This is an optimization exercise on Yosys and OpenROAD, whose aim is small area, a short achievable clock period and few clock cycles per item, not a production implementation.
In this exercise RTL edits were held to simulation tests only and were not proved equivalent to the original.
No activity file was given, so power comes from the tool's default toggle rates.

$ cat flow/config.mk
export PLATFORM = sky130hd
export DESIGN_NAME = multiturn_polar_angle_tracker
export DESIGN_NICKNAME = multiturn_polar_angle_tracker
export VERILOG_FILES = /design/flow/design.v
export SDC_FILE = /design/flow/constraint.sdc
export NUM_CORES = 4
export LEC_CHECK = 0
export CAP_MARGIN = 20
export CORE_MARGIN = 2
export CORE_UTILIZATION = 40
export CTS_CLUSTER_DIAMETER = 120
export CTS_CLUSTER_SIZE = 24
export SETUP_SLACK_MARGIN = 3.0
export SLEW_MARGIN = 20
$ cat flow/constraint.sdc
create_clock -name core_clock -period 7.0 [get_ports {clk}]
set_input_delay 1.4000 -clock core_clock [delete_from_list [all_inputs] [get_ports {clk}]]
set_output_delay 1.4000 -clock core_clock [all_outputs]
set_load 0.01 [all_outputs]
$ cat flow/design.v
package mpat_pkg;
  localparam int ZERO_W   = 12;
  localparam int GAIN_W   = 16;
  localparam int DEG_W    = 9;
  localparam int THR_W    = 12;
  localparam int STAGE_W  = 4;
  localparam int OUT_W    = 12;
  localparam int ANGLE_W  = 22;
  localparam int FRAC_W   = 8;
  localparam int APB_DATA_W = 32;
  localparam int APB_ADDR_W = 5;
  localparam int REG_IDX_W  = 3;
  localparam logic [REG_IDX_W-1:0] REG_ZERO_CODE      = 3'd0;
  localparam logic [REG_IDX_W-1:0] REG_GAIN_Q16       = 3'd1;
  localparam logic [REG_IDX_W-1:0] REG_STAGE_DEGREES  = 3'd2;
  localparam logic [REG_IDX_W-1:0] REG_ANGLE_OFFSET   = 3'd3;
  localparam logic [REG_IDX_W-1:0] REG_JUMP_THRESHOLD = 3'd4;
  localparam logic [REG_IDX_W-1:0] REG_MAX_STAGE      = 3'd5;
  localparam logic [ZERO_W-1:0]  RST_ZERO_CODE      = 12'd427;
  localparam logic [GAIN_W-1:0]  RST_GAIN_Q16       = 16'd2376;
  localparam logic [DEG_W-1:0]   RST_STAGE_DEGREES  = 9'd120;
  localparam logic [DEG_W-1:0]   RST_ANGLE_OFFSET   = 9'd55;
  localparam logic [THR_W-1:0]   RST_JUMP_THRESHOLD = 12'd2200;
  localparam logic [STAGE_W-1:0] RST_MAX_STAGE      = 4'd4;
  typedef struct packed {
    logic [ZERO_W-1:0]  zero_code;
    logic [GAIN_W-1:0]  gain_q16;
    logic [DEG_W-1:0]   stage_degrees;
    logic [DEG_W-1:0]   angle_offset;
    logic [THR_W-1:0]   jump_threshold;
    logic [STAGE_W-1:0] max_stage;
  } cfg_t;
endpackage
module multiturn_polar_angle_tracker #(
  parameter int SAMPLES_PER_AVERAGE = 5,
  parameter int SAMPLE_BITS         = 12
) (
  input  logic                                  clk,
  input  logic                                  rst,
  input  logic                                  psel,
  input  logic                                  penable,
  input  logic                                  pwrite,
  input  logic [mpat_pkg::APB_ADDR_W-1:0]       paddr,
  input  logic [mpat_pkg::APB_DATA_W-1:0]       pwdata,
  output logic [mpat_pkg::APB_DATA_W-1:0]       prdata,
  output logic                                  pready,
  input  logic [SAMPLE_BITS-1:0]                sample,
  input  logic                                  sample_valid,
  output logic                                  sample_stall,
  output logic signed [mpat_pkg::ANGLE_W-1:0]   angle_q8,
  output logic [mpat_pkg::STAGE_W-1:0]          stage,
  output logic [mpat_pkg::OUT_W-1:0]            average,
  output logic [mpat_pkg::OUT_W-1:0]            max_seen,
  output logic [mpat_pkg::OUT_W-1:0]            min_seen,
  output logic                                  result_valid,
  input  logic                                  result_stall
);
  logic [11:0] r_zero;
  logic [15:0] r_gain;
  logic [8:0]  r_deg;
  logic [8:0]  r_off;
  logic [11:0] r_thr;
  logic [3:0]  r_max;
  logic [2:0]  idx;
  logic        wr;
  assign idx    = paddr[4:2];
  assign wr     = psel && penable && pwrite;
  assign pready = 1'b1;
  always_ff @(posedge clk) begin
    if (rst) begin
      r_zero <= mpat_pkg::RST_ZERO_CODE;
      r_gain <= mpat_pkg::RST_GAIN_Q16;
      r_deg  <= mpat_pkg::RST_STAGE_DEGREES;
      r_off  <= mpat_pkg::RST_ANGLE_OFFSET;
      r_thr  <= mpat_pkg::RST_JUMP_THRESHOLD;
      r_max  <= mpat_pkg::RST_MAX_STAGE;
    end else if (wr) begin
      case (idx)
        3'd0:    r_zero <= pwdata[11:0];
        3'd1:    r_gain <= pwdata[15:0];
        3'd2:    r_deg  <= pwdata[8:0];
        3'd3:    r_off  <= pwdata[8:0];
        3'd4:    r_thr  <= pwdata[11:0];
        3'd5:    r_max  <= pwdata[3:0];
        default: ;
      endcase
    end
  end
  always_comb begin
    case (idx)
      3'd0:    prdata = {20'd0, r_zero};
      3'd1:    prdata = {16'd0, r_gain};
      3'd2:    prdata = {23'd0, r_deg};
      3'd3:    prdata = {23'd0, r_off};
      3'd4:    prdata = {20'd0, r_thr};
      3'd5:    prdata = {28'd0, r_max};
      default: prdata = '0;
    endcase
  end
  logic [13:0] acc;
  logic [2:0]  cnt;
  logic        take;
  logic        last;
  logic [14:0] acc_sum;
  assign take    = sample_valid && !sample_stall;
  assign last    = (cnt == 3'd4);
  assign acc_sum = {1'b0, acc} + {3'b0, sample};
  always_ff @(posedge clk) begin
    if (rst) begin
      acc <= '0;
      cnt <= '0;
    end else if (take) begin
      if (last) begin
        acc <= '0;
        cnt <= '0;
      end else begin
        acc <= acc_sum[13:0];
        cnt <= cnt + 3'd1;
      end
    end
  end
  logic [14:0] sq;
  logic        s_full;
  logic        s_half;
  logic        s_mean;
  logic        d_done;
  logic        t_done;
  logic [11:0] mean;
  function automatic logic [3:0] d5step(input logic [2:0] r, input logic b);
    logic       q;
    logic [2:0] n;
    q    = r[2] | (r[1] & (r[0] | b));
    n[0] = r[2] ? ~b : (r[1] ? (r[0] & ~b) : b);
    n[1] = r[2] ? ~b : (r[1] ? (r[0] & b) : r[0]);
    n[2] = r[2] ? b : (r[1] & ~r[0] & ~b);
    d5step = {q, n};
  endfunction
  logic [14:0] div_a;
  logic [14:0] div_b;
  always_comb begin
    logic [2:0] r;
    logic [3:0] o;
    logic [4:0] qa;
    logic [6:0] qb;
    r  = {1'b0, sq[14:13]};
    qa = '0;
    for (int i = 12; i >= 7; i--) begin
      o = d5step(r, sq[i]);
      if (i <= 11) qa[i - 7] = o[3];
      r = o[2:0];
    end
    div_a = {r, qa, sq[6:0]};
    r  = sq[14:12];
    qb = '0;
    for (int i = 6; i >= 0; i--) begin
      o = d5step(r, sq[i]);
      qb[i] = o[3];
      r = o[2:0];
    end
    div_b = {3'b0, sq[11:7], qb};
  end
  assign mean = sq[11:0];
  logic [11:0] avg_q;
  logic [3:0]  stg_q;
  logic [11:0] max_q;
  logic [11:0] min_q;
  logic        rv_q;
  logic        out_busy;
  logic        acc_res;
  logic        do_trk;
  logic        do_load;
  assign acc_res  = rv_q && !result_stall;
  logic [13:0] up_s;
  logic [13:0] up_c;
  logic [13:0] dn_s;
  logic [13:0] dn_c;
  logic [13:0] up_y;
  logic [13:0] dn_y;
  logic        up;
  logic        down;
  logic [12:0] gt_y;
  logic [12:0] lt_y;
  logic        new_max;
  logic        new_min;
  logic [3:0]  stg_next;
  always_comb begin
    logic [13:0] p;
    logic [13:0] m;
    logic [13:0] np;
    logic [13:0] nm;
    logic [13:0] nt;
    p  = {2'b0, avg_q};
    m  = {2'b0, mean};
    np = ~p;
    nm = ~m;
    nt = ~{2'b0, r_thr};
    for (int i = 0; i < 14; i++) begin
      up_s[i] = p[i] ^ nm[i] ^ nt[i];
      dn_s[i] = m[i] ^ np[i] ^ nt[i];
    end
    up_c[0] = 1'b1;
    dn_c[0] = 1'b1;
    for (int i = 1; i < 14; i++) begin
      up_c[i] = (p[i-1] & nm[i-1]) | (p[i-1] & nt[i-1]) | (nm[i-1] & nt[i-1]);
      dn_c[i] = (m[i-1] & np[i-1]) | (m[i-1] & nt[i-1]) | (np[i-1] & nt[i-1]);
    end
  end
  assign up_y    = up_s + up_c;
  assign dn_y    = dn_s + dn_c;
  assign up      = !up_y[13];
  assign down    = !dn_y[13];
  assign gt_y    = {1'b0, mean} + {1'b0, ~max_q};
  assign lt_y    = {1'b0, min_q} + {1'b0, ~mean};
  assign new_max = gt_y[12];
  assign new_min = lt_y[12];
  always_comb begin
    logic [3:0] inc_v;
    logic [3:0] dec_v;
    logic [3:0] keep_v;
    inc_v  = ({1'b0, stg_q} + 5'd1 > {1'b0, r_max}) ? 4'd0 : stg_q + 4'd1;
    dec_v  = (stg_q == 4'd0 || stg_q - 4'd1 > r_max) ? 4'd0 : stg_q - 4'd1;
    keep_v = (stg_q > r_max) ? 4'd0 : stg_q;
    if (up) begin
      stg_next = inc_v;
    end else if (down) begin
      stg_next = dec_v;
    end else begin
      stg_next = keep_v;
    end
  end
  logic signed [16:0] a_q;
  logic [13:0]        d_q;
  logic [7:0]         l_q;
  logic [1:0]         m_cnt;
  logic               m_busy;
  logic               m_idle;
  logic [12:0]        dval;
  logic [6:0]         dneg;
  logic [16:0]        a_init;
  assign dval = {1'b0, mean} - {1'b0, r_zero};
  always_comb begin
    logic [15:0] dx;
    dx = {dval[12], dval[12], dval, 1'b0};
    for (int j = 0; j < 7; j++) begin
      dneg[j] = dx[2*j+2] & ~(dx[2*j+1] & dx[2*j]);
    end
    a_init     = '0;
    a_init[0]  = dneg[0];
    a_init[2]  = dneg[1];
    a_init[4]  = dneg[2];
    a_init[6]  = dneg[3];
    a_init[7]  = 1'b1;
    a_init[8]  = dneg[4];
    a_init[10] = dneg[5];
    a_init[12] = dneg[6];
  end
  assign m_idle  = !m_busy && (!rv_q || acc_res);
  assign do_load = s_full && s_mean && !d_done && m_idle;
  logic [3:0] fl_stg;
  logic       fl_max;
  logic       fl_min;
  logic       fl_ok;
  always_ff @(posedge clk) begin
    fl_stg <= stg_next;
    fl_max <= new_max;
    fl_min <= new_min;
  end
  assign do_trk  = s_full && s_mean && fl_ok && !t_done && !out_busy;
  logic trk_d;
  logic m_go;
  assign m_go = (m_cnt != 2'd3) || (out_busy && !trk_d);
  logic [20:0] row0;
  logic [20:0] row1;
  logic [20:0] cs_s;
  logic [20:0] cs_c;
  logic [20:0] tsum;
  logic [13:0] d_next;
  logic [5:0]  enc_q;
  logic        last_q;
  always_comb begin
    if (do_load) begin
      d_next = {dval, 1'b0};
    end else if (m_busy && m_go) begin
      d_next = {{4{d_q[13]}}, d_q[13:4]};
    end else begin
      d_next = d_q;
    end
  end
  function automatic logic [2:0] booth_enc(input logic [2:0] b);
    booth_enc = {b[1] ^ b[0],
                 (b[2] & ~b[1] & ~b[0]) | (~b[2] & b[1] & b[0]),
                 b[2] & ~(b[1] & b[0])};
  endfunction
  always_ff @(posedge clk) begin
    enc_q  <= {booth_enc(d_next[4:2]), booth_enc(d_next[2:0])};
    last_q <= do_load ? 1'b0 : ((m_busy && m_go) ? (m_cnt == 2'd2) : (m_cnt == 2'd3));
  end
  always_comb begin
    logic [17:0] g1;
    logic [17:0] g2;
    logic [20:0] xs;
    logic [20:0] a;
    g1 = {2'b0, r_gain};
    g2 = {1'b0, r_gain, 1'b0};
    for (int i = 0; i < 18; i++) begin
      row0[i]     = ((enc_q[2] & g1[i]) | (enc_q[1] & g2[i])) ^ enc_q[0];
      row1[i + 2] = ((enc_q[5] & g1[i]) | (enc_q[4] & g2[i])) ^ enc_q[3];
    end
    row0[20:18] = {3{enc_q[0]}};
    row1[1:0]   = 2'b00;
    row1[20]    = enc_q[3];
    xs   = {{3{x_q[13]}}, x_q, 4'b0};
    row1 = row1 | (last_q ? xs : 21'd0);
    a = 21'(a_q);
    for (int i = 0; i < 21; i++) begin
      cs_s[i] = a[i] ^ row0[i] ^ row1[i];
    end
    cs_c[0] = 1'b0;
    for (int i = 1; i < 21; i++) begin
      cs_c[i] = (a[i-1] & row0[i-1]) | (a[i-1] & row1[i-1]) | (row0[i-1] & row1[i-1]);
    end
  end
  assign tsum = cs_s + cs_c;
  logic [13:0] x_q;
  logic [13:0] x_next;
  always_comb begin
    logic [13:0] r [5];
    logic [13:0] s1;
    logic [13:0] c1;
    logic [13:0] s2;
    logic [13:0] c2;
    logic [13:0] s3;
    logic [13:0] c3;
    for (int j = 0; j < 4; j++) begin
      r[j] = stg_q[j] ? (14'(r_deg) << j) : 14'd0;
    end
    r[4] = ~{5'b0, r_off};
    for (int i = 0; i < 14; i++) begin
      s1[i] = r[4][i] ^ r[0][i] ^ r[1][i];
    end
    c1[0] = 1'b1;
    for (int i = 1; i < 14; i++) begin
      c1[i] = (r[4][i-1] & r[0][i-1]) | (r[4][i-1] & r[1][i-1]) | (r[0][i-1] & r[1][i-1]);
    end
    for (int i = 0; i < 14; i++) begin
      s2[i] = s1[i] ^ c1[i] ^ r[2][i];
    end
    c2[0] = 1'b0;
    for (int i = 1; i < 14; i++) begin
      c2[i] = (s1[i-1] & c1[i-1]) | (s1[i-1] & r[2][i-1]) | (c1[i-1] & r[2][i-1]);
    end
    for (int i = 0; i < 14; i++) begin
      s3[i] = s2[i] ^ c2[i] ^ r[3][i];
    end
    c3[0] = 1'b0;
    for (int i = 1; i < 14; i++) begin
      c3[i] = (s2[i-1] & c2[i-1]) | (s2[i-1] & r[3][i-1]) | (c2[i-1] & r[3][i-1]);
    end
    x_next = s3 + c3;
  end
  always_ff @(posedge clk) begin
    x_q <= x_next;
  end
  logic [2:0] cnt_next;
  logic       s_full_next;
  always_comb begin
    cnt_next = cnt;
    if (take) cnt_next = last ? 3'd0 : cnt + 3'd1;
    s_full_next = s_full;
    if (s_full && (d_done || do_load) && (t_done || do_trk)) s_full_next = 1'b0;
    if (take && last) s_full_next = 1'b1;
  end
  always_ff @(posedge clk) begin
    if (rst) begin
      s_full       <= 1'b0;
      s_half       <= 1'b0;
      s_mean       <= 1'b0;
      d_done       <= 1'b0;
      t_done       <= 1'b0;
      sample_stall <= 1'b0;
      m_busy       <= 1'b0;
      m_cnt        <= '0;
      trk_d        <= 1'b0;
      fl_ok        <= 1'b0;
      rv_q         <= 1'b0;
      out_busy     <= 1'b0;
      avg_q        <= '0;
      stg_q        <= '0;
      max_q        <= '0;
      min_q        <= '1;
    end else begin
      s_full       <= s_full_next;
      sample_stall <= (cnt_next == 3'd4) && s_full_next;
      if (take && last) begin
        s_half <= 1'b0;
        s_mean <= 1'b0;
        d_done <= 1'b0;
        t_done <= 1'b0;
      end else begin
        if (s_full) s_half <= 1'b1;
        if (s_full && s_half) s_mean <= 1'b1;
        if (do_load) d_done <= 1'b1;
        if (do_trk) t_done <= 1'b1;
      end
      if (do_load) begin
        m_busy <= 1'b1;
        m_cnt  <= '0;
      end else if (m_busy && m_go) begin
        m_cnt <= m_cnt + 2'd1;
        if (m_cnt == 2'd3) begin
          m_busy <= 1'b0;
        end
      end
      trk_d <= do_trk;
      fl_ok <= s_full && s_mean && !do_trk;
      if (m_busy && m_go && m_cnt == 2'd3) rv_q <= 1'b1;
      else if (acc_res) rv_q <= 1'b0;
      if (do_trk) out_busy <= 1'b1;
      else if (acc_res) out_busy <= 1'b0;
      if (do_trk) begin
        avg_q <= mean;
        stg_q <= fl_stg;
        if (fl_max) max_q <= mean;
        if (fl_min) min_q <= mean;
      end
    end
  end
  always_ff @(posedge clk) begin
    if (take && last) begin
      sq <= acc_sum;
    end else if (s_full && !s_half) begin
      sq <= div_a;
    end else if (s_full && !s_mean) begin
      sq <= div_b;
    end
    d_q <= d_next;
    if (do_load) begin
      a_q <= a_init;
    end else if (m_busy && m_go) begin
      a_q <= tsum[20:4];
      l_q <= {tsum[3:0], l_q[7:4]};
    end
  end
  assign angle_q8     = (!a_q[14] && a_q[13]) ? 22'h1fffff : {a_q[13:0], l_q};
  assign stage        = stg_q;
  assign average      = avg_q;
  assign max_seen     = max_q;
  assign min_seen     = min_q;
  assign result_valid = rv_q;
endmodule
$ cat flow/flow/run.sh
#!/bin/bash
# Layout flow: the standard ORFS flow, with one change in synthesis: the
# ABC technology-mapping script is an area-oriented one (area.abc) instead of
# ORFS's speed script. Everything else (register mapping, flattening, renaming,
# floorplan, placement, CTS, routing) is the standard flow, run through
# standard.sh with its own make arguments.
set -euo pipefail
here=$(pwd)
# synthesis body: ORFS synth.tcl with the abc script argument replaced
sed 's#^source \$::env(SCRIPTS_DIR)/synth_preamble.tcl#source $::env(SCRIPTS_DIR)/synth_preamble.tcl\nset abc_args [lreplace $abc_args 1 1 $::env(MY_ABC_SCRIPT)]#' \
  "$FLOW_HOME/scripts/synth.tcl" > "$here/my_synth_body.tcl"
grep -q 'MY_ABC_SCRIPT' "$here/my_synth_body.tcl"
# The standard flow's synthesis wrapper, sourcing that body instead of ORFS's synth.tcl
sed "s#source \$::env(SCRIPTS_DIR)/synth.tcl#source $here/my_synth_body.tcl#" \
  "$here/synth_recipe.tcl" > "$here/my_synth.tcl"
grep -q 'my_synth_body.tcl' "$here/my_synth.tcl"
# standard.sh with the synthesis script swapped
sed "s#SYNTH_SCRIPT=[^ ]*#SYNTH_SCRIPT=$here/my_synth.tcl#" "$here/standard.sh" > "$here/my_standard.sh"
grep -q 'my_synth.tcl' "$here/my_standard.sh"
export BUFFER_PORTS_ARGS="-buffer_cell sky130_fd_sc_hd__buf_2"
export MY_ABC_SCRIPT="$here/flow/area.abc"
bash "$here/my_standard.sh" > "$here/flow.log" 2>&1
$ cat flow/flow/area.abc
&get -n
&st
&dch
&nf
&put
$ cat flow/standard.sh
#!/bin/bash
# synth_recipe.tcl (not shown) runs the flow's synth.tcl, then flattens the netlist and writes it again
# the make line also repeats each setting of config.mk as NAME=value (left out here)
make -C /OpenROAD-flow-scripts/flow DESIGN_CONFIG=/design/flow/config.mk WORK_HOME=/design/flow/orfs CLKGATE_MAP_FILE= SYNTH_SCRIPT=/design/flow/synth_recipe.tcl "${@:-finish}"
==> results_dict.tcl, run 1 <==
set metrics [dict create \
    min_period_over_period_pct 58.02 \
    place_congestion 0.8972 \
    wirelength_met1_mm 17.27 \
    layout-drive-gt1-share_pct 11.12 \
    hold_path_class "reg2reg" \
    core_area_um2 34540 \
    routedWlPerCell_um 17.56 \
    grt_max_degree 79 \
    cts_max_path_buffers 3 \
    io_buffers 117 \
    crit_type "in2out" \
    min_period_ns 4.061 \
    power.density_nw_per_um2 211.5 \
    ys_ff_latch 213 \
    clockRootBuffer "clkbuf_16" \
    setup_viol 0 \
    synth_edf_count 39 \
    dr_wl_met3_mm 2.059 \
    numCtsBuffers 13 \
    route.detailed.drc 0 \
    cp_max_fo 8 \
    die_y_um 191.3 \
    dpl.cell_count 2159 \
    rsz0062_at_grt "true" \
    dieWidth_um 191.3 \
    ys_seq_area_share_pct 33.17 \
    synthFlopType "dfxtp_1" \
    final_nets 1989 \
    slew_viol_final 0 \
    syn-instance-count 1578 \
    crit_path_end_kind "output port" \
    dp_hpwl_mm 29.34 \
    min_path_cells 0 \
    grt_pass1_vias 11600 \
    cts_tree "done" \
    slowest_delay_ns 0.56 \
    die-area_um2 36590 \
    placedInstanceArea_um2 15220 \
    cp.arrival_ns 2.66 \
    via_count 11990 \
    ctsHoldBuffers 0 \
    antenna_found_initial 0 \
    num_antenna_cells 0 \
    highest_layer "met4" \
    hold_viol_final 0 \
    clock-sinks 213 \
    synth.yosys.warnings 2 \
    drtIter0Drc 768 \
    io_pins 153 \
    timing.fmax_mhz 246.2 \
    outcome "complete, no violations" \
    ys_async_sr_fraction_pct 0 \
    synth_cell_types 60 \
    stdcell_count 2199 \
    final.setup_skew_ns 0.03098 \
    timing.reg2reg.setup_slack_ns 3.21 \
    wl_mm 38.62 \
    worst_pin_slew_ns 1.112 \
    maxCapViolations 0 \
    worstPathRequired_ns 5.60 \
    synth_area_um2 14030 \
    syn_area_per_cell_um2 8.892 \
    dr.pass1.iters 6 \
    num_rows 68 \
    area_growth_pct 13.29 \
    grtUsageTotal_pct 21.18 \
    clk_transition_reported_paths_ns 0.10 \
    start_kind "primary input" \
    grt-ovfl-total 0 \
    finalInstanceArea_um2 15900 \
    ff2ff_path_depth 17 \
    clock_latency_ns 0.50 \
    dr_wl_met2_mm 18.65 \
    ir_worst_vdd_mv 0.1736 \
    leakage_nw 6.521 \
    slowest_stage "a222oi_1" \
    viasPerCell 5.451 \
    start_util_pct 40.62 \
    ant_nets 0 \
    slew_headroom_pct 25.83 \
    path_cells "buf_8 -> nor3b_4 -> buf_6 -> a222oi_1 -> clkinv_1 -> buf_2" \
    fin_tns_setup_ns 0 \
    grt_first_pass_wirelength_mm 61.60 \
    cts_max_level 1 \
]
-- state kept, by name, indices dropped and copies added (netlist names), 12 cells and up --
signal,cells
max_q,12
avg_q,12
r_thr,12
x_q,14
acc,14
a_q,17
r_gain,16
r_zero,12
d_q,14
sq,15
min_q,12
-- per-stage QoR --
stage / setup WS [ns] / power, W / hold slack (ns) / util, %
2_1_floorplan: 3.037 / 0.002242 / 0.4168 / -
3_3_place_gp: 2.615 / 0.002527 / 0.4280 / 44.05
3_5_place_dp: 2.599 / 0.002540 / 0.4285 / 44.06
4_1_cts: 2.948 / 0.003384 / 0.4526 / 45.66
5_1_grt: 2.886 / 0.003590 / 0.4734 / 46.02
6_report: 2.939 / 0.003362 / 0.4477 / 46.02
-- power by group --
| group | internal (W) | switching [W] |
|---|---|---|
| Clock | 0.000378 | 0.000450 |
| Combinational | 0.000495 | 0.000656 |
| Sequential | 0.00130 | 0.0000836 |
-- metal layers --
| layer | global-route usage, % | up-vias |
|---|---|---|
| met3 | 2.662 | 37 |
| met2 | 36.92 | 300 |
| li1 | - | 5919 |
| met1 | 28.11 | 5731 |
| met4 | 4.290 | 0 |
| met5 | 0 | - |
-- synth_stat cells (5+ instances only) --
library cell,number,share of area (%)
a31oi_1,6,0.27
dfxtp_1,174,25
o22ai_1,7,0.31
o21a_1,7,0.37
clkinv_1,117,3.1
nor2_1,149,4.0
xnor2_1,47,2.9
o31ai_1,7,0.37
nand2b_1,31,1.4
a211oi_1,46,2.5
nor3b_1,6,0.32
a21boi_0,5,0.27
edfxtp_1,39,8.3
a21oi_1,131,4.7
ha_1,124,11
nand3_1,26,0.93
a21o_1,27,1.4
nand2_1,204,5.5
a22oi_1,58,3.1
a22o_1,9,0.56
and2_0,21,0.94
nand4_1,6,0.27
xor2_1,29,1.8
nor3_1,36,1.3
o211ai_1,8,0.43
a222oi_1,15,1.1
nor2b_1,16,0.71
o21ai_0,83,3.0
buf_4,17,0.91
fa_1,70,10
-- logic make-up after synthesis --
kind of cell | Yosys count | share of synthesized area (%)
fa+ha+maj | 194 | 21.05
mux | 3 | 0.2229
xor+xnor | 76 | 4.744
buf+inv | 134 | 4.040
simple gates | 513 | 16.26
compound gates | 443 | 20.47
other cells | 2 | 0.05352
flops | 213 | 33.17
-- critical path, delay by kind of cell --
kind / cells / cell delay, ns
simple gates: 1 / 0.14
compound gates: 1 / 0.56
buf+inv: 4 / 0.56
-- path summary, 6_finish.rpt --
| check | start | end |
|---|---|---|
| worst max register to register | stg_q[0] | x_q[12] |
| worst min register to register | l_q[6] | l_q[2] |
| worst min-delay path | l_q[6] | l_q[2] |
| worst max-delay path | paddr[2] | prdata[11] |
-- cell usage in the layout, fill, tap and decap left out, types with 5 or more instances in the layout --
cell and n:
a31oi_1 6, clkbuf_16 14, fa_1 68, o22ai_1 7, dfxtp_2 10, o211ai_1 8, xor2_1 29, nor3_1 36
ha_1 123, a21o_1 27, nand2_1 204, nor2_1 148, and2_0 21, buf_2 113, nand3_1 26, edfxtp_1 39
clkinv_1 117, a22o_1 9, dfxtp_4 7, a22oi_1 57, o21a_1 7, nor2b_1 16, a21oi_1 129, xnor2_1 47
o21ai_0 79, a222oi_1 15, nand2b_1 31, nand4_1 6, conb_1 17, a211oi_1 46, dfxtp_1 157, buf_4 29
o31ai_1 5
-- layout make-up --
cell class | count | area (um^2)
clock inverter | 2 | 27.53
multi-input combinational | 1246 | 8944
sequential | 213 | 4693
fill | 3385 | 18650
inverter | 117 | 439.2
tap | 455 | 569.3
clock buffer | 18 | 365.4
timing repair buffer | 148 | 857.1
-- what timing repair did --
| item | in CTS | in global routing |
|---|---|---|
| setup buffers | 12 | 8 |
| setup endpoints to repair | 25 | 18 |
| gates resized for setup | 23 | 25 |
| pin swaps | 4 | 7 |
Testbench counts, summed over its fixed seeds: cycles 16,064, items 3,200.
==> inputs of run 2 (changes only) <==
==> flow/flow/area.abc (replaced) <==
&get -n
&st
&dch
&nf -R 1000
&put
==> results_dict.tcl, run 2 <==
set metrics [dict create \
    area_growth_pct 15.85 \
    clock_latency_ns 0.49 \
    die-area_um2 36000 \
    cp_max_fo 6 \
    timing.reg2reg.setup_slack_ns 2.97 \
    wl_mm 38.14 \
    io_pins 153 \
    crit_path_end_kind "flop" \
    grt-ovfl-total 0 \
    ys_ff_latch 213 \
    synth.yosys.warnings 2 \
    start_kind "flop" \
    hold-worst-slack_ns 0.4476 \
    mostFrequentLayoutCell "nand2_1" \
    numCtsBuffers 13 \
    viasPerCell 5.391 \
    timing.fmax_mhz 248.3 \
    ir_worst_vdd_mv 0.1988 \
    cts_tree "done" \
    ys_async_sr_fraction_pct 0 \
    leakage_nw 6.598 \
    slew_viol_final 0 \
    syn-instance-count 1552 \
    power.density_nw_per_um2 222.4 \
    cts_max_path_buffers 3 \
    largest_register_ffs 17 \
    clockRootBuffer "clkbuf_16" \
    ctsHoldBuffers 0 \
    slew_headroom_pct 28.48 \
    synthFlopType "dfxtp_1" \
    crit_type "reg2reg" \
    min_period_ns 4.027 \
    worst_pin_slew_ns 1.064 \
    setup_viol 0 \
    final_nets 1980 \
    synth_top_cell_area_share_pct 25.24 \
    cp.arrival_ns 4.26 \
    worstPathRequired_ns 7.23 \
    core_area_um2 34290 \
    layout-drive-gt1-share_pct 13.48 \
    ys_seq_area_share_pct 33.73 \
    fin_util_pct 46.63 \
    hold_viol_final 0 \
    grt_first_pass_wirelength_mm 59.97 \
    yosysMostFrequentCell "nand2_1" \
    start_util_pct 40.25 \
    grtUsageTotal_pct 20.87 \
    min_period_over_period_pct 57.52 \
    num-fill-cells 3323 \
    drtIter0Drc 711 \
    maxCapViolations 0 \
    final_cell_mix "nand2_1, dfxtp_1, nor2_1" \
    syn_area_per_cell_um2 8.892 \
    num_rows 68 \
    top_regs "a_q x17, r_gain x16, sq x15" \
    io_buffers 117 \
    yosys-top-cells-area "dfxtp_1, ha_1, fa_1" \
    grt_pass1_vias 11340 \
    num_antenna_cells 0 \
    final.setup_skew_ns 0.02466 \
    regMostFlops "a_q" \
    via_count 11810 \
    dr.pass1.iters 6 \
    clk_transition_reported_paths_ns 0.11 \
    die_y_um 189.7 \
    synth_cell_types 53 \
    dp_hpwl_mm 28.56 \
    outcome "complete, no violations" \
    antenna_found_initial 1 \
    route.detailed.drc 0 \
    yosysTopAreaCell "dfxtp_1" \
    rsz0062_at_grt "true" \
    hold_path_class "reg2reg" \
    routedWlPerCell_um 17.41 \
    synth_edf_count 39 \
    grt_max_degree 88 \
    dieWidth_um 189.7 \
    clock-sinks 213 \
    fin_tns_setup_ns 0 \
    cts_max_level 1 \
    place_congestion 0.8767 \
    synth_common_cells "nand2_1, dfxtp_1, nor2_1, a21oi_1, ha_1" \
    synth_area_um2 13800 \
    ant_nets 0 \
]
-- run 2: changes by cell type after synthesis, sizes merged, moves of 4 or more --
cell | previous run | this run
o211ai | 8 | 4
a21oi | 131 | 125
nor2 | 149 | 142
nand2b | 31 | 35
o21ai | 83 | 95
o22ai | 7 | 11
-- run 2: power by group --
| group | switching [W] | total, W | internal (W) |
|---|---|---|---|
| Combinational | 0.000717 | 0.00135 | 0.000635 |
| Clock | 0.000452 | 0.000841 | 0.000389 |
| Sequential | 0.0000644 | 0.00136 | 0.00130 |
-- run 2: path summary, 6_finish.rpt --
kind	from	to	depth (start not counted)
min	l_q[7]	l_q[3]	0
min reg2reg	l_q[7]	l_q[3]	0
max	r_gain[3]	a_q[8]	20
max reg2reg	r_gain[3]	a_q[8]	20
-- run 2: area by class of cell --
type                            instances  area, um^2  area share, %
Clock buffer                           19       379.1          2.371
Clock inverter                          2       27.53         0.1722
Inverter                              119       446.7          2.794
Multi-Input combinational cell       1218        8831          55.24
Sequential cell                       213        4710          29.46
Tap cell                              455       569.3          3.561
Timing Repair Buffer                  165        1025          6.409
-- run 2: what timing repair did --
| action | in CTS | in global routing |
|---|---|---|
| pin swaps | 13 | 14 |
| resized for setup | 42 | 42 |
| endpoints found under the setup margin | 26 | 19 |
| buffers inserted | 23 | 15 |
-- run 2: layer usage --
layer	share of wire (%)	vias to the layer above	global-route usage (%)
met5	0.034	-	0
met4	3.7	2	7.901
met3	4.6	72	2.509
met2	48	285	34.67
met1	44	5658	27.91
li1	-	5795	-
-- run 2: logic make-up after synthesis --
kind of cell	count (synthesis)	share of synthesized area (%)
xor+xnor	77	4.887
simple gates	499	15.95
other cells	2	0.05442
compound gates	430	19.76
fa+ha+maj	194	21.40
mux	1	0.07253
flops	213	33.73
buf+inv	136	4.161
-- run 2: metrics by stage --
step	cell area (um^2)	power [W]	instances	setup WS [ns]
finish	15990	0.003555	2191	2.973
CTS	15690	0.003421	2176	2.917
floorplan	13880	0.002200	1567	3.016
detailed placement	14990	0.002467	2132	2.506
global route	15990	0.003777	2191	2.821
global placement	14990	0.002452	2132	2.528
-- run 2: worst max-delay path, stage by stage, from the launching register on --
cell and delay (ns):
dfxtp_4 0.40, a22oi_2 0.20, xnor2_1 0.17, fa_1 0.49, ha_4 0.26, a21oi_1 0.15
nand2_1 0.11, a21o_1 0.19, a21o_1 0.20, a21o_1 0.19, a21oi_2 0.19, o21ai_2 0.11
a31oi_2 0.25, buf_4 0.15, buf_4 0.09, buf_4 0.10, buf_4 0.10, buf_4 0.09
buf_4 0.10, xor2_2 0.17, o21ai_0 0.09
==> inputs of run 3 (changes only) <==
--- a/flow/flow/run.sh
+++ b/flow/flow/run.sh
@@ -19,4 +19,5 @@
 grep -q 'my_synth.tcl' "$here/my_standard.sh"
 export BUFFER_PORTS_ARGS="-buffer_cell sky130_fd_sc_hd__buf_2"
+export DONT_USE_CELLS="sky130_fd_sc_hd__a222oi_1"
 export MY_ABC_SCRIPT="$here/flow/area.abc"
 bash "$here/my_standard.sh" > "$here/flow.log" 2>&1
==> flow/flow/area.abc (replaced) <==
&get -n
&st
&dch
&nf
&put
==> results_dict.tcl, run 3 <==
set metrics [dict create \
    yosysMostFrequentCell "nand2_1" \
    timing.reg2reg.setup_slack_ns 3.21 \
    p_comb_share_pct 34.2 \
    yosysTopAreaCell "dfxtp_1" \
    synth_edf_count 39 \
    antenna_found_initial 0 \
    highest_layer "met4" \
    cts_tree "done" \
    num-fill-cells 3385 \
    min_period_ns 4.061 \
    power.total_w 0.003362 \
    dr_wl_met3_mm 2.059 \
    grt-ovfl-total 0 \
    clock_latency_ns 0.50 \
    sw_frac_of_total_pct 35.39 \
    via_count 11990 \
    grt_first_pass_wirelength_mm 61.60 \
    dr_wl_met2_mm 18.65 \
    synthFlopType "dfxtp_1" \
    num_antenna_cells 0 \
    place_congestion 0.8972 \
    die-area_um2 36590 \
    wl_mm 38.62 \
    rsz0062_at_grt "true" \
    crit_type "in2out" \
    start_util_pct 40.62 \
    ys_async_sr_fraction_pct 0 \
    multiInputGateArea_um2 8944 \
    ant_nets 0 \
    drtIter0Drc 768 \
    ff2ff_path_depth 17 \
    crit_end "prdata[11]" \
    route.detailed.drc 0 \
    clockRootBuffer "clkbuf_16" \
    io_buffers 117 \
    syn-instance-count 1578 \
    netSwitchingPower_w 0.001190 \
    pwr-share-seq_pct 41.1 \
    regMostFlops "a_q" \
    dp_hpwl_mm 29.34 \
    worst_pin_slew_ns 1.112 \
    largest_register_ffs 17 \
    min_period_over_period_pct 58.02 \
    final_nets 1989 \
    layout-drive-gt1-share_pct 11.12 \
    slew_headroom_pct 25.83 \
    crit_path_end_kind "output port" \
    final_cell_mix "nand2_1, dfxtp_1, nor2_1" \
    top_regs "a_q x17, r_gain x16, sq x15" \
    ctsHoldBuffers 0 \
    area_growth_pct 13.29 \
    fin_util_pct 46.02 \
    fin_tns_setup_ns 0 \
    worstPathRequired_ns 5.60 \
    regArea_um2 4693 \
    hold_viol_final 0 \
    p_int_w 0.002172 \
    clk_transition_reported_paths_ns 0.10 \
    routedWlPerCell_um 17.56 \
    mostFrequentLayoutCell "nand2_1" \
    synth.yosys.warnings 2 \
    clock-sinks 213 \
    hold_path_class "reg2reg" \
    cts_max_path_buffers 3 \
    grt_pass1_vias 11600 \
    synth_common_cells "nand2_1, dfxtp_1, nor2_1, a21oi_1, ha_1" \
    ys_ff_latch 213 \
    num_rows 68 \
    core_area_um2 34540 \
    critPathLaunch "paddr[2]" \
    cts_max_level 1 \
    power.density_nw_per_um2 211.5 \
    numCtsBuffers 13 \
    setup_viol 0 \
    ir_worst_vdd_mv 0.1736 \
    cp.arrival_ns 2.66 \
    die_y_um 191.3 \
    yosys-top-cells-area "dfxtp_1, ha_1, fa_1" \
    dr.pass1.iters 6 \
    r2r_end "x_q[12]" \
    slew_viol_final 0 \
    synth_cell_types 60 \
    wirelength_met1_mm 17.27 \
    grt_max_degree 79 \
    start_kind "primary input" \
    viasPerCell 5.451 \
    outcome "complete, no violations" \
    final.setup_skew_ns 0.03098 \
    maxCapViolations 0 \
    syn_area_per_cell_um2 8.892 \
    grtUsageTotal_pct 21.18 \
    timing.fmax_mhz 246.2 \
    synth_area_um2 14030 \
    r2r_start "stg_q[0]" \
    clkPwrFrac_pct 24.6 \
    synth_top_cell_area_share_pct 24.83 \
    dieWidth_um 191.3 \
    cp_max_fo 8 \
    leakage_nw 6.521 \
    io_pins 153 \
    ys_seq_area_share_pct 33.17 \
]
run 3: cell count changes in the layout (fill, tap and decap cells not counted), sizes merged, moves of 4 or more:
cell,previous run,this run
o21ai,95,83
o22ai,11,7
a21oi,125,131
o211ai,4,8
nand2b,35,31
buf,164,147
nor2,142,149
run 3: timing repair:
item | in CTS | in global routing
pin swaps | 4 | 7
setup buffers | 12 | 8
setup endpoints to repair | 25 | 18
gates resized for setup | 23 | 25
run 3: cells by family (layout without fill, tap and decap cells):
kind of cell    after synthesis  in the layout  synth area share [%]
other cells                   2             17               0.05352
fa+ha+maj                   194            194                 21.05
xor+xnor                     76             76                 4.744
flops                       213            213                 33.17
simple gates                513            513                 16.26
buf+inv                     134            285                 4.040
mux                           3              3                0.2229
compound gates              443            443                 20.47
run 3: power groups by stage:
stage / Combinational, W / Sequential, W / Clock (W)
floorplan: 0.000862 / 0.00138 / 0
global placement: 0.00112 / 0.00141 / 0
detailed placement: 0.00113 / 0.00141 / 0
CTS: 0.00115 / 0.00138 / 0.000853
global route: 0.00131 / 0.00139 / 0.000887
finish: 0.00115 / 0.00138 / 0.000829
run 3: area by class of cell:
class / instances / area share [%]
Sequential cell: 213 / 29.53
Clock buffer: 18 / 2.298
Tap cell: 455 / 3.582
Multi-Input combinational cell: 1246 / 56.27
Timing Repair Buffer: 148 / 5.392
Clock inverter: 2 / 0.1732
Inverter: 117 / 2.763
run 3: how the worst min path moves through the flow:
stage                       from      to  slack (ns)  depth (start not counted)
after floorplan           l_q[4]  l_q[0]        0.42                          0
after CTS                 l_q[6]  l_q[2]        0.45                          0
after global placement    l_q[5]  l_q[1]        0.43                          0
final                     l_q[6]  l_q[2]        0.45                          0
after detailed placement  l_q[6]  l_q[2]        0.43                          0
after global routing      l_q[5]  l_q[1]        0.47                          0
run 3: critical path: stages:
cell and delay, ns:
buf_8 0.10, nor3b_4 0.14, buf_6 0.13, a222oi_1 0.56, clkinv_1 0.16, buf_2 0.17
run 3: per-stage QoR:
stage          setup slack [ns]  cells  hold slack, ns  cell area, um^2
2_1_floorplan             3.037   1593          0.4168            14100
3_3_place_gp              2.615   2159          0.4280            15220
3_5_place_dp              2.599   2159          0.4285            15220
4_1_cts                   2.948   2191          0.4526            15770
5_1_grt                   2.886   2199          0.4734            15900
6_report                  2.939   2199          0.4477            15900
run 3: metal layers:
metal	global-route usage [%]	vias up
li1	-	5919
met1	28.11	5731
met2	36.92	300
met3	2.662	37
met4	4.290	0
met5	0	-
==> inputs of run 4 (changes only) <==
--- a/flow/flow/run.sh
+++ b/flow/flow/run.sh
@@ -19,5 +19,4 @@
 grep -q 'my_synth.tcl' "$here/my_standard.sh"
 export BUFFER_PORTS_ARGS="-buffer_cell sky130_fd_sc_hd__buf_2"
-export DONT_USE_CELLS="sky130_fd_sc_hd__a222oi_1"
 export MY_ABC_SCRIPT="$here/flow/area.abc"
 bash "$here/my_standard.sh" > "$here/flow.log" 2>&1
--- a/flow/config.mk
+++ b/flow/config.mk
@@ -9,6 +9,4 @@
 export CORE_MARGIN = 2
 export CORE_UTILIZATION = 40
-export CTS_CLUSTER_DIAMETER = 120
-export CTS_CLUSTER_SIZE = 24
 export SETUP_SLACK_MARGIN = 3.0
 export SLEW_MARGIN = 20
==> results_dict.tcl, run 4 <==
set metrics [dict create \
    layout-drive-gt1-share_pct 12.09 \
    min_period_ns 4.092 \
    grt_first_pass_wirelength_mm 61.64 \
    yosysMostFrequentCell "nand2_1" \
    final_cell_mix "nand2_1, dfxtp_1, nor2_1" \
    power.density_nw_per_um2 233.3 \
    cp.arrival_ns 2.69 \
    core_area_um2 34540 \
    synth.yosys.warnings 2 \
    ys_ff_latch 213 \
    start_util_pct 40.62 \
    dr.pass1.iters 5 \
    leakage_nw 6.720 \
    pwr-share-seq_pct 36.5 \
    crit_end "prdata[11]" \
    outcome "complete, no violations" \
    timing.reg2reg.setup_slack_ns 3.19 \
    wl_mm 38.95 \
    area_growth_pct 16.01 \
    ys_async_sr_fraction_pct 0 \
    io_buffers 117 \
    clockRootBuffer "clkbuf_16" \
    syn_area_per_cell_um2 8.892 \
    cts_tree "done" \
    synth_edf_count 39 \
    mostFrequentLayoutCell "nand2_1" \
    die-area_um2 36590 \
    grt-ovfl-total 0 \
    hold-worst-slack_ns 0.4425 \
    min_period_over_period_pct 58.45 \
    grtUsageTotal_pct 21.27 \
    yosys-top-cells-area "dfxtp_1, ha_1, fa_1" \
    largest_register_ffs 17 \
    ant_nets 0 \
    drtIter0Drc 885 \
    dieWidth_um 191.3 \
    final_nets 2002 \
    worstPathRequired_ns 5.60 \
    clock-sinks 213 \
    netSwitchingPower_w 0.001273 \
    io_pins 153 \
    setup_ws_ns 2.908 \
    syn-instance-count 1578 \
    synth_top_cell_area_share_pct 24.83 \
    grt_max_degree 79 \
    regMostFlops "a_q" \
    post-place-ws_ns 2.599 \
    setup_viol 0 \
    p_comb_share_pct 30.6 \
    grt_pass1_vias 11650 \
    clk_transition_reported_paths_ns 0.06 \
    dp_hpwl_mm 29.34 \
    rsz0062_at_grt "true" \
    route.detailed.drc 0 \
    finalInstanceArea_um2 16280 \
    numCtsBuffers 25 \
    crit_type "in2out" \
    r2r_end "a_q[12]" \
    worst_pin_slew_ns 1.152 \
    crit_path_end_kind "output port" \
    num_antenna_cells 0 \
    synthFlopType "dfxtp_1" \
    die_y_um 191.3 \
    ys_seq_area_share_pct 33.17 \
    ir_worst_vdd_mv 0.2049 \
    ff2ff_path_depth 14 \
    slew_viol_final 0 \
    r2r_start "enc_q[4]" \
    timing.fmax_mhz 244.4 \
    clock_latency_ns 0.54 \
    top_regs "a_q x17, r_gain x16, sq x15" \
    p_int_w 0.002524 \
    cts_max_level 1 \
    fin_tns_setup_ns 0 \
    synth_cell_types 60 \
    maxCapViolations 0 \
    num_rows 68 \
    hold_viol_final 0 \
    cts_max_path_buffers 3 \
    synth_common_cells "nand2_1, dfxtp_1, nor2_1, a21oi_1, ha_1" \
    place_congestion 0.8972 \
    final.setup_skew_ns 0.01757 \
    slew_headroom_pct 23.17 \
    via_count 12080 \
    hold_path_class "reg2reg" \
    yosysTopAreaCell "dfxtp_1" \
    start_kind "primary input" \
    num-fill-cells 3349 \
    clkPwrFrac_pct 32.9 \
    critPathLaunch "paddr[2]" \
    sw_frac_of_total_pct 33.53 \
    antenna_found_initial 0 \
    placedInstanceArea_um2 15220 \
    synth_area_um2 14030 \
    viasPerCell 5.428 \
    routedWlPerCell_um 17.51 \
    cp_max_fo 8 \
]
==> run 4: cell counts after synthesis <==
No cell type changed its count.
==> run 4: final cells by class <==
class,instances,area [um^2],area share [%]
Clock inverter,5,28.78,0.1768
Clock buffer,40,743.2,4.566
Timing Repair Buffer,149,867.1,5.327
Inverter,117,439.2,2.698
Tap cell,455,569.3,3.498
Multi-Input combinational cell,1246,8939,54.92
Sequential cell,213,4691,28.82
==> run 4: worst min-delay path by stage <==
| stage | start | endpoint | cells past startpoint |
|---|---|---|---|
| final | l_q[5] | l_q[1] | 0 |
| after global routing | l_q[5] | l_q[1] | 0 |
| after CTS | l_q[5] | l_q[1] | 0 |
| after detailed placement | l_q[6] | l_q[2] | 0 |
| after global placement | l_q[5] | l_q[1] | 0 |
| after floorplan | l_q[4] | l_q[0] | 0 |
==> run 4: timing repair <==
action,4_1_cts,5_1_grt
resized for setup,23,24
hold buffers,0,0
hold endpoints to repair,0,0
pin swaps,4,7
buffers inserted,11,10
cloned,0,0
endpoints found under the setup margin,24,16
==> run 4: logic make-up (layout without fill, tap and decap cells) <==
| family | Yosys count | after routing | synth area share (%) |
|---|---|---|---|
| other | 2 | 17 | 0.05352 |
| buffers and inverters | 134 | 311 | 4.040 |
| AND/OR/NAND/NOR | 513 | 513 | 16.26 |
| flip-flops | 213 | 213 | 33.17 |
| XOR/XNOR | 76 | 76 | 4.744 |
| adder cells (fa/ha/maj) | 194 | 194 | 21.05 |
| AO/OA/AOI/OAI | 443 | 443 | 20.47 |
| multiplexers | 3 | 3 | 0.2229 |
==> run 4: routing by layer <==
layer / vias to the layer above / wire, um / track usage (%)
li1: 5959 / - / -
met1: 5742 / 17260 / 28.02
met2: 320 / 18500 / 36.14
met3: 56 / 2204 / 3.268
met4: 0 / 979 / 5.888
met5: - / 0 / 0
==> run 4: critical path: stages <==
cell	delay (ns)
buf_8	0.10
nor3b_4	0.14
buf_6	0.13
a222oi_1	0.59
clkinv_1	0.15
buf_2	0.17
==> run 4: power groups by stage <==
stage          clock network (W)  logic [W]  registers, W
3_5_place_dp                   0    0.00113       0.00141
2_1_floorplan                  0   0.000862       0.00138
3_3_place_gp                   0    0.00112       0.00141
4_1_cts                  0.00128    0.00115       0.00138
5_1_grt                  0.00132    0.00132       0.00139
6_report                 0.00125    0.00116       0.00138
==> run 4: per-stage QoR <==
stage	cells	util, %	power [W]
3_5_place_dp	2159	44.06	0.002540
3_3_place_gp	2159	44.05	0.002527
6_report	2225	47.12	0.003797
5_1_grt	2225	47.12	0.004033
2_1_floorplan	1593	-	0.002242
4_1_cts	2215	46.74	0.003810
==> inputs of run 5 (changes only) <==
--- a/flow/flow/run.sh
+++ b/flow/flow/run.sh
@@ -16,5 +16,5 @@
 grep -q 'my_synth_body.tcl' "$here/my_synth.tcl"
 # standard.sh with the synthesis script swapped
-sed "s#SYNTH_SCRIPT=[^ ]*#SYNTH_SCRIPT=$here/my_synth.tcl#" "$here/standard.sh" > "$here/my_standard.sh"
+sed "s#SYNTH_SCRIPT=[^ ]*#ADDER_MAP_FILE= SYNTH_SCRIPT=$here/my_synth.tcl#" "$here/standard.sh" > "$here/my_standard.sh"
 grep -q 'my_synth.tcl' "$here/my_standard.sh"
 export BUFFER_PORTS_ARGS="-buffer_cell sky130_fd_sc_hd__buf_2"
==> results_dict.tcl, run 5 <==
set metrics [dict create \
    slew_viol_final 0 \
    crit_path_end_kind "output port" \
    synth_compound_area_share_pct 22.24 \
    power.total_w 0.004423 \
    num_rows 69 \
    core_area_um2 35310 \
    place_congestion 0.8854 \
    hold_viol_final 0 \
    grt_max_degree 78 \
    min_period_over_period_pct 57.89 \
    numCtsBuffers 26 \
    yosysTopAreaCell "dfxtp_1" \
    start_kind "primary input" \
    slew_headroom_pct 34.66 \
    drtIter0Drc 1081 \
    io_buffers 117 \
    start_util_pct 40.34 \
    area_growth_pct 15.98 \
    dp_hpwl_mm 30.41 \
    synth_fa_ha_area_share_pct 3.163 \
    clock_latency_ns 0.54 \
    clk_transition_reported_paths_ns 0.05 \
    ys_ff_latch 213 \
    routedWlPerCell_um 17.45 \
    fin_tns_setup_ns 0 \
    wirelength_met1_mm 18.40 \
    ff2ff_path_depth 11 \
    ctsHoldBuffers 0 \
    clockRootBuffer "clkbuf_16" \
    synth_top_cell_area_share_pct 24.46 \
    grtUsageTotal_pct 22.11 \
    crit_type "in2out" \
    yosys-top-cells-area "dfxtp_1, edfxtp_1, xnor2_1" \
    worstPathRequired_ns 5.60 \
    final.setup_skew_ns 0.02002 \
    synthFlopType "dfxtp_1" \
    synth-xor-area-share_pct 16.00 \
    synthMuxAreaShare_pct 1.045 \
    dr.pass1.iters 6 \
    clock-sinks 213 \
    die_y_um 192.7 \
    dr_wl_met2_mm 19.34 \
    highest_layer "met4" \
    viasPerCell 5.608 \
    dieWidth_um 192.7 \
    placedInstanceArea_um2 15430 \
    post-place-ws_ns 2.526 \
    setup_ws_ns 2.948 \
    maxCapViolations 0 \
    rsz0062_at_grt "true" \
    synth_common_cells "nor2_1, nand2_1, dfxtp_1, xnor2_1, a21oi_1" \
    largest_register_ffs 17 \
    hold_path_class "reg2reg" \
    dr_wl_met3_mm 2.311 \
    power.density_nw_per_um2 267.8 \
    timing.fmax_mhz 246.8 \
    grt_pass1_vias 12530 \
    wl_mm 41.27 \
    synth_area_um2 14240 \
    syn_area_per_cell_um2 8.271 \
    cts_tree "done" \
    ys_seq_area_share_pct 32.68 \
    min_path_cells 0 \
    layout-drive-gt1-share_pct 10.25 \
    ant_nets 0 \
    die-area_um2 37130 \
    final_cell_mix "nor2_1, nand2_1, dfxtp_1" \
    min_period_ns 4.052 \
    critPathLaunch "paddr[2]" \
    mostFrequentLayoutCell "nor2_1" \
    ys_async_sr_fraction_pct 0 \
    route.detailed.drc 0 \
    synth.yosys.warnings 2 \
    io_pins 153 \
    top_regs "a_q x17, r_gain x16, sq x15" \
    synth_top_family_by_area "simple AND/OR/NAND/NOR gates" \
    grt_first_pass_wirelength_mm 65.80 \
    final_nets 1940 \
    regMostFlops "a_q" \
    synth-simple-area-share_pct 22.55 \
    via_count 13260 \
    setup_viol 0 \
    finalInstanceArea_um2 16520 \
    synth_cell_types 64 \
    worst_pin_slew_ns 0.9795 \
    cp_max_fo 6 \
    hp-start "l_q[6]" \
    antenna_found_initial 1 \
    synth_edf_count 39 \
    syn-instance-count 1722 \
    timing.reg2reg.setup_slack_ns 3.14 \
    yosysMostFrequentCell "nor2_1" \
    r2r_start "sq[6]" \
    ir_worst_vdd_mv 0.2264 \
    cts_max_level 1 \
    crit_end "prdata[10]" \
    leakage_nw 6.528 \
    grt-ovfl-total 0 \
    cts_max_path_buffers 3 \
    cp.arrival_ns 2.65 \
    outcome "complete, no violations" \
    r2r_end "sq[0]" \
]
## run 5: worst min-delay path by stage
stage	end
floorplan	l_q[0]
global placement	l_q[2]
detailed placement	l_q[2]
CTS	l_q[2]
global route	l_q[2]
finish	l_q[2]
## run 5: cell type report
cell class,count,area (um^2)
antenna,1,2.502
inverter,52,198.9
tap,461,576.8
multi-input combinational,1455,9415
fill,3438,18790
timing repair buffer,136,797.0
clock buffer,36,728.2
sequential,213,4663
clock inverter,11,136.4
## run 5: repair_timing
action,4_1_cts,5_1_grt
gates cloned,0,1
gates resized for setup,13,23
pin swaps,4,4
endpoints found under the setup margin,16,24
setup buffers,6,3
## run 5: logic make-up (layout without fill, tap and decap cells)
logic type / count (synthesis) / in the layout
and+or+nand+nor: 699 / 699
AOI/OAI and AO/OA: 476 / 476
DFF: 213 / 213
xor gates and xnor gates: 204 / 204
buffers and inverters: 69 / 235
adders and majority gates: 45 / 45
muxes: 14 / 14
other: 2 / 18
## run 5: power breakdown
group          internal, W  switching [W]
clock network     0.000832       0.000529
registers          0.00131       0.000106
logic             0.000699       0.000948
total              0.00284        0.00158
## run 5: per-layer routing
metal | track usage, % | vias up
li1 | - | 6595
met1 | 29.04 | 6234
met2 | 37.23 | 357
met3 | 3.164 | 77
met4 | 7.134 | 0
met5 | 0 | -
## run 5: metrics by stage
step           instances  util (%)  hold WS [ns]
2_1_floorplan       1737         -        0.4168
3_3_place_gp        2307     43.70        0.4298
3_5_place_dp        2307     43.70        0.4294
4_1_cts             2360     46.43        0.4425
5_1_grt             2364     46.77        0.4603
6_report            2365     46.78        0.4419
## run 5: worst max-delay path: stages
cell	delay (ns)
buf_8	0.10
nor3b_4	0.14
buf_6	0.13
a222oi_1	0.57
clkinv_1	0.14
buf_2	0.17
==> inputs of run 6 (changes only) <==
--- a/flow/flow/run.sh
+++ b/flow/flow/run.sh
@@ -16,7 +16,7 @@
 grep -q 'my_synth_body.tcl' "$here/my_synth.tcl"
 # standard.sh with the synthesis script swapped
-sed "s#SYNTH_SCRIPT=[^ ]*#ADDER_MAP_FILE= SYNTH_SCRIPT=$here/my_synth.tcl#" "$here/standard.sh" > "$here/my_standard.sh"
+sed "s#SYNTH_SCRIPT=[^ ]*#SYNTH_SCRIPT=$here/my_synth.tcl#" "$here/standard.sh" > "$here/my_standard.sh"
 grep -q 'my_synth.tcl' "$here/my_standard.sh"
-export BUFFER_PORTS_ARGS="-buffer_cell sky130_fd_sc_hd__buf_2"
+export BUFFER_PORTS_ARGS="-buffer_cell sky130_fd_sc_hd__buf_1"
 export MY_ABC_SCRIPT="$here/flow/area.abc"
 bash "$here/my_standard.sh" > "$here/flow.log" 2>&1
--- a/flow/config.mk
+++ b/flow/config.mk
@@ -9,4 +9,6 @@
 export CORE_MARGIN = 2
 export CORE_UTILIZATION = 40
+export CTS_CLUSTER_DIAMETER = 120
+export CTS_CLUSTER_SIZE = 24
 export SETUP_SLACK_MARGIN = 3.0
 export SLEW_MARGIN = 20
==> results_dict.tcl, run 6 <==
set metrics [dict create \
    maxCapViolations 0 \
    numCtsBuffers 13 \
    crit_buf_inv 4 \
    setup_viol 0 \
    grt_first_pass_wirelength_mm 61.78 \
    timing.reg2reg.setup_slack_ns 3.25 \
    crit_type "in2out" \
    final_cell_mix "nand2_1, dfxtp_1, nor2_1" \
    hold_viol_final 0 \
    ys_async_sr_fraction_pct 0 \
    layout-drive-gt1-share_pct 4.644 \
    antenna_found_initial 0 \
    r2r_start "r_deg[2]" \
    power.density_nw_per_um2 212.0 \
    crit_path_end_kind "output port" \
    top_regs "a_q x17, r_gain x16, sq x15" \
    wl_mm 38.41 \
    slowest_delay_ns 0.56 \
    slew_headroom_pct 27.53 \
    path_cells "buf_8 -> nor3b_4 -> buf_12 -> a222oi_1 -> clkinv_1 -> buf_2" \
    routedWlPerCell_um 17.47 \
    ys_ff_latch 213 \
    power.total_w 0.003339 \
    grt_pass1_vias 11710 \
    ir_worst_vdd_mv 0.1593 \
    grt_max_degree 89 \
    leakage_nw 6.184 \
    regMostFlops "a_q" \
    outcome "complete, no violations" \
    worstPathRequired_ns 5.60 \
    start_util_pct 40.62 \
    synth_common_cells "nand2_1, dfxtp_1, nor2_1, a21oi_1, ha_1" \
    synthMuxAreaShare_pct 0.2229 \
    worst_pin_slew_ns 1.086 \
    clockRootBuffer "clkbuf_16" \
    yosys-top-cells-area "dfxtp_1, ha_1, fa_1" \
    min_period_over_period_pct 57.88 \
    clock_latency_ns 0.50 \
    slowest_stage "a222oi_1" \
    min_period_ns 4.052 \
    synth_top_family_by_area "adder cells" \
    hp-start "l_q[5]" \
    synth-xor-area-share_pct 4.744 \
    yosysTopAreaCell "dfxtp_1" \
    placedInstanceArea_um2 15070 \
    die-area_um2 36590 \
    clk_transition_reported_paths_ns 0.09 \
    syn-instance-count 1578 \
    largest_register_ffs 17 \
    yosysMostFrequentCell "nand2_1" \
    via_count 11950 \
    synth_compound_area_share_pct 20.47 \
    dp_hpwl_mm 29.25 \
    hold_end "l_q[1]" \
    synthFlopType "dfxtp_1" \
    route.detailed.drc 0 \
    timing.fmax_mhz 246.8 \
    finalInstanceArea_um2 15750 \
    cts_tree "done" \
    min_path_cells 0 \
    area_growth_pct 12.27 \
    clock-sinks 213 \
    fin_tns_setup_ns 0 \
    ff2ff_path_depth 16 \
    slew_viol_final 0 \
    cp.arrival_ns 2.65 \
    cp_max_fo 6 \
    io_buffers 117 \
    cts_max_path_buffers 3 \
    num_antenna_cells 0 \
    place_congestion 0.9148 \
    grt-ovfl-total 0 \
    ant_nets 0 \
    synth-simple-area-share_pct 16.26 \
    num-fill-cells 3434 \
    synth_top_cell_area_share_pct 24.83 \
    syn_area_per_cell_um2 8.892 \
    r2r_end "x_q[13]" \
    synth_cell_types 60 \
    io_pins 153 \
    synth_area_um2 14030 \
    final_nets 1988 \
    mostFrequentLayoutCell "nand2_1" \
    dieWidth_um 191.3 \
    core_area_um2 34540 \
    viasPerCell 5.434 \
    start_kind "primary input" \
    synth_fa_ha_area_share_pct 21.05 \
    drtIter0Drc 759 \
    rsz0062_at_grt "true" \
    dr.pass1.iters 6 \
    fin_util_pct 45.60 \
    cp_top_family "compound AO/OA/AOI/OAI gates" \
    synth_edf_count 39 \
    hold_path_class "reg2reg" \
    cts_max_level 1 \
    grtUsageTotal_pct 21.21 \
    final.setup_skew_ns 0.04148 \
    synth.yosys.warnings 2 \
    die_y_um 191.3 \
    ys_seq_area_share_pct 33.17 \
    critPathLaunch "paddr[2]" \
    num_rows 68 \
]
## run 6: layout make-up
type	instances	area [um^2]	share of cell area [%]
Inverter	117	439.2	2.788
Sequential cell	213	4690	29.77
Multi-Input combinational cell	1246	8932	56.70
Clock buffer	18	365.4	2.319
Timing Repair Buffer	147	723.2	4.591
Tap cell	455	569.3	3.614
Clock inverter	3	33.78	0.2145
## run 6: worst register-to-register path, cell delays in order (launching register included)
cell	delay, ns
dfxtp_2	0.37
and2_0	0.18
fa_1	0.51
clkinv_1	0.09
fa_1	0.45
fa_1	0.52
clkinv_1	0.10
ha_1	0.28
nand3_1	0.08
nand2_1	0.08
a21o_1	0.20
a21oi_2	0.19
o21ai_2	0.10
a21o_1	0.20
a21oi_2	0.16
o21ai_0	0.09
nor2_1	0.09
## run 6: repair_timing
item,CTS,global route
hold buffers,0,0
pin swaps,5,3
setup buffers,18,3
endpoints found under the setup margin,29,14
resized for setup,29,21
## run 6: cells by family (layout without fill, tap and decap cells)
group,after synthesis,after routing
buffers and inverters,134,285
AOI/OAI and AO/OA,443,443
xor gates and xnor gates,76,76
and+or+nand+nor,513,513
muxes,3,3
other,2,17
adders and majority gates,194,194
DFF,213,213
## run 6: per-layer routing
layer  global-route usage, %  part of all wire, %  vias up
li1                        -                    -     5933
met1                   27.83                   44     5637
met2                   36.45                   47      326
met3                   2.607                  5.4       54
met4                   6.302                  3.1        0
met5                       0                    0        -
## run 6: report_power, final
part	switching (W)	internal [W]	total, W
Clock	0.000446	0.000379	0.000826
Combinational	0.000648	0.000482	0.00113
Sequential	0.0000839	0.00130	0.00138
Total	0.00118	0.00216	0.00334
## run 6: worst max path at each step
stage	slack (ns)	endpoint	depth (start not counted)
floorplan	3.04	prdata[1]	3
global placement	2.33	prdata[9]	5
detailed placement	2.45	prdata[10]	5
CTS	2.95	prdata[11]	6
global route	2.93	prdata[11]	6
finish	2.95	prdata[11]	6
## run 6: through the flow
stage / hold WS, ns / worst slack, ns / cells
6_report: 0.4453 / 2.948 / 2199
5_1_grt: 0.4582 / 2.927 / 2199
3_3_place_gp: 0.4280 / 2.333 / 2157
4_1_cts: 0.4475 / 2.953 / 2196
2_1_floorplan: 0.4168 / 3.037 / 1593
3_5_place_dp: 0.4238 / 2.452 / 2157
==> inputs of run 7 (changes only) <==
==> flow/flow/run.sh (replaced) <==
#!/bin/bash
# Layout flow: the standard ORFS flow (standard.sh's make call) with these
# changes: synthesis maps with an area-oriented ABC script (flow/area.abc)
# instead of ORFS's speed script; ports are buffered with buf_N cells given
# below; and the cells listed in EXTRA_DONT_USE are kept out of the netlist
# (added to the platform's don't-use list). Register mapping, flattening,
# renaming, floorplan, power grid, placement, CTS and routing are unchanged.
set -euo pipefail
here=$(pwd)
EXTRA_DONT_USE="sky130_fd_sc_hd__a222oi_1"
PORT_BUFFER="sky130_fd_sc_hd__buf_1"
# synthesis body: ORFS synth.tcl with the abc script argument replaced
sed 's#^source \$::env(SCRIPTS_DIR)/synth_preamble.tcl#source $::env(SCRIPTS_DIR)/synth_preamble.tcl\nset abc_args [lreplace $abc_args 1 1 $::env(MY_ABC_SCRIPT)]#' \
  "$FLOW_HOME/scripts/synth.tcl" > "$here/my_synth_body.tcl"
grep -q 'MY_ABC_SCRIPT' "$here/my_synth_body.tcl"
# The standard flow's synthesis wrapper, sourcing that body instead of ORFS's synth.tcl
sed "s#source \$::env(SCRIPTS_DIR)/synth.tcl#source $here/my_synth_body.tcl#" \
  "$here/synth_recipe.tcl" > "$here/my_synth.tcl"
grep -q 'my_synth_body.tcl' "$here/my_synth.tcl"
# the platform's don't-use list plus the extra cells
du=$(DONT_USE_CELLS="$EXTRA_DONT_USE" make -s -C "$FLOW_HOME" DESIGN_CONFIG="$here/config.mk" \
  WORK_HOME="$here/orfs" print-DONT_USE_CELLS 2> "$here/dont_use.log" | sed -n 's/^DONT_USE_CELLS: //p')
echo "$du" >> "$here/dont_use.log"
for c in $EXTRA_DONT_USE; do grep -q "$c" <<< "$du"; done
grep -q 'probe_p_8' <<< "$du"
# standard.sh with the synthesis script swapped and the don't-use list given
sed "s#SYNTH_SCRIPT=[^ ]*#SYNTH_SCRIPT=$here/my_synth.tcl DONT_USE_CELLS=\"$du\"#" \
  "$here/standard.sh" > "$here/my_standard.sh"
grep -q 'my_synth.tcl' "$here/my_standard.sh"
export BUFFER_PORTS_ARGS="-buffer_cell $PORT_BUFFER"
export MY_ABC_SCRIPT="$here/flow/area.abc"
bash "$here/my_standard.sh" > "$here/flow.log" 2>&1
--- a/flow/config.mk
+++ b/flow/config.mk
@@ -11,4 +11,4 @@
 export CTS_CLUSTER_DIAMETER = 120
 export CTS_CLUSTER_SIZE = 24
-export SETUP_SLACK_MARGIN = 3.0
+export SETUP_SLACK_MARGIN = 3.3
 export SLEW_MARGIN = 20
==> results_dict.tcl, run 7 <==
set metrics [dict create \
    path_cells "buf_12 -> nor3b_4 -> buf_12 -> buf_4 -> a22oi_2 -> nand3_1 -> buf_2" \
    route.detailed.drc 0 \
    yosysTopAreaCell "dfxtp_1" \
    die-area_um2 36670 \
    num_rows 68 \
    leakage_nw 6.361 \
    fin_tns_setup_ns 0 \
    core_area_um2 34540 \
    ff2ff_path_depth 17 \
    start_kind "primary input" \
    grt-ovfl-total 0 \
    ys_seq_area_share_pct 33.10 \
    timing.reg2reg.setup_slack_ns 3.48 \
    top_regs "a_q x17, r_gain x16, sq x15" \
    wl_mm 39.11 \
    slew_viol_final 0 \
    synth_top_cell_area_share_pct 24.77 \
    place_congestion 0.8990 \
    hold_viol_final 0 \
    clock-sinks 213 \
    final.setup_skew_ns 0.02020 \
    cts_max_path_buffers 3 \
    ir_worst_vdd_mv 0.1932 \
    min_period_ns 3.830 \
    clock_latency_ns 0.49 \
    viasPerCell 5.483 \
    crit_path_end_kind "output port" \
    synth_cell_types 59 \
    io_buffers 117 \
    hold-worst-slack_ns 0.4452 \
    r2r_end "x_q[12]" \
    numCtsBuffers 13 \
    ys_async_sr_fraction_pct 0 \
    grtUsageTotal_pct 21.26 \
    synth_edf_count 39 \
    setup_viol 0 \
    cpMostUsedCell "buf_12" \
    worst_pin_slew_ns 0.9554 \
    r2r_start "stg_q[0]" \
    drtIter0Drc 807 \
    synth.yosys.warnings 2 \
    dp_hpwl_mm 28.82 \
    via_count 12190 \
    worstPathRequired_ns 5.60 \
    yosysMostFrequentCell "nand2_1" \
    multiInputGateArea_um2 9259 \
    regMostFlops "a_q" \
    synth_area_um2 14060 \
    min_period_over_period_pct 54.72 \
    area_growth_pct 15.62 \
    ys_ff_latch 213 \
    cp_top_family "buffers and inverters" \
    ant_nets 0 \
    crit_type "in2out" \
    maxCapViolations 0 \
    num_antenna_cells 0 \
    crit_end "prdata[6]" \
    routedWlPerCell_um 17.59 \
    cp_max_fo 10 \
    num-fill-cells 3379 \
    final_cell_mix "nand2_1, dfxtp_1, nor2_1" \
    path_depth 7 \
    layout-drive-gt1-share_pct 9.672 \
    rsz0062_at_grt "true" \
    hold_path_class "reg2reg" \
    synthFlopType "dfxtp_1" \
    mostFrequentLayoutCell "nand2_1" \
    largest_register_ffs 17 \
    outcome "complete, no violations" \
    final_nets 2013 \
    slowest_delay_ns 0.24 \
]
run 7: through the flow:
step / cell area [um^2] / instances / util (%) / total power, W / worst slack (ns)
2_1_floorplan: 14170 / 1604 / - / 0.002241 / 3.310
3_3_place_gp: 15100 / 2166 / 43.72 / 0.002509 / 2.464
3_5_place_dp: 15100 / 2166 / 43.72 / 0.002523 / 2.428
4_1_cts: 15870 / 2204 / 45.95 / 0.003345 / 3.201
5_1_grt: 16260 / 2223 / 47.06 / 0.003617 / 3.150
6_report: 16260 / 2223 / 47.06 / 0.003387 / 3.170
run 7: area by class of cell:
| class | count | share of cell area, % |
|---|---|---|
| clock buffer | 16 | 2.070 |
| clock inverter | 4 | 0.2155 |
| inverter | 115 | 2.663 |
| multi-input combinational | 1259 | 56.95 |
| sequential | 213 | 29.01 |
| tap | 455 | 3.502 |
| timing repair buffer | 161 | 5.588 |
run 7: where the power goes:
part	internal [W]	total, W	switching, W
Sequential	0.00130	0.00138	0.0000809
Combinational	0.000520	0.00121	0.000690
Clock	0.000353	0.000798	0.000445
run 7: worst min path at each step:
stage / end / slack (ns) / startpoint / cells after the start
final: l_q[3] / 0.45 / l_q[7] / 0
after global placement: l_q[2] / 0.43 / l_q[6] / 0
after floorplan: l_q[0] / 0.42 / l_q[4] / 0
after global routing: l_q[3] / 0.46 / l_q[7] / 0
after CTS: l_q[1] / 0.45 / l_q[5] / 0
after detailed placement: l_q[1] / 0.43 / l_q[5] / 0
run 7: worst register-to-register path: stages (launching register included):
cell     delay, ns
dfxtp_4       0.39
and2_1        0.16
fa_1          0.52
inv_2         0.04
fa_2          0.57
inv_2         0.05
ha_4          0.24
ha_4          0.16
fa_2          0.38
nand3_2       0.09
nand2_2       0.07
nand3_2       0.08
nand2_2       0.07
nand3_1       0.10
nand2_2       0.07
a21o_1        0.18
a21oi_2       0.16
xnor2_2       0.13
run 7: cell families after synthesis:
kind of cell	count (synthesis)	share of synthesized area [%]
adder cells (fa/ha/maj)	194	21.00
XOR/XNOR	76	4.734
other	2	0.05341
buffers and inverters	132	3.978
AND/OR/NAND/NOR	522	16.54
flip-flops	213	33.10
multiplexers	3	0.2225
AO/OA/AOI/OAI	447	20.37
run 7: per-layer routing:
metal | vias to the layer above | share of wire [%] | GRT usage [%] | routed length [um]
met3 | 72 | 5.4 | 2.992 | 2113
met2 | 364 | 46 | 34.24 | 17800
met5 | - | 0 | 0 | 0
li1 | 5966 | - | - | -
met4 | 0 | 3.1 | 6.065 | 1207
met1 | 5787 | 46 | 29.67 | 17980
run 7: repair_timing:
action / CTS / global route
cloned: 0 / 1
setup endpoints to repair: 46 / 35
buffers inserted: 18 / 18
hold buffers: 0 / 0
gates resized for setup: 79 / 66
pin swaps: 13 / 24

Check on run 7: ideal ports give 3.170 ns setup slack; a clkbuf_16 on the clock port and buf_2 on the inputs give 3.117 ns; moving port delays by the midpoint clock arrival (0.530 ns) as well gives 3.117 ns.
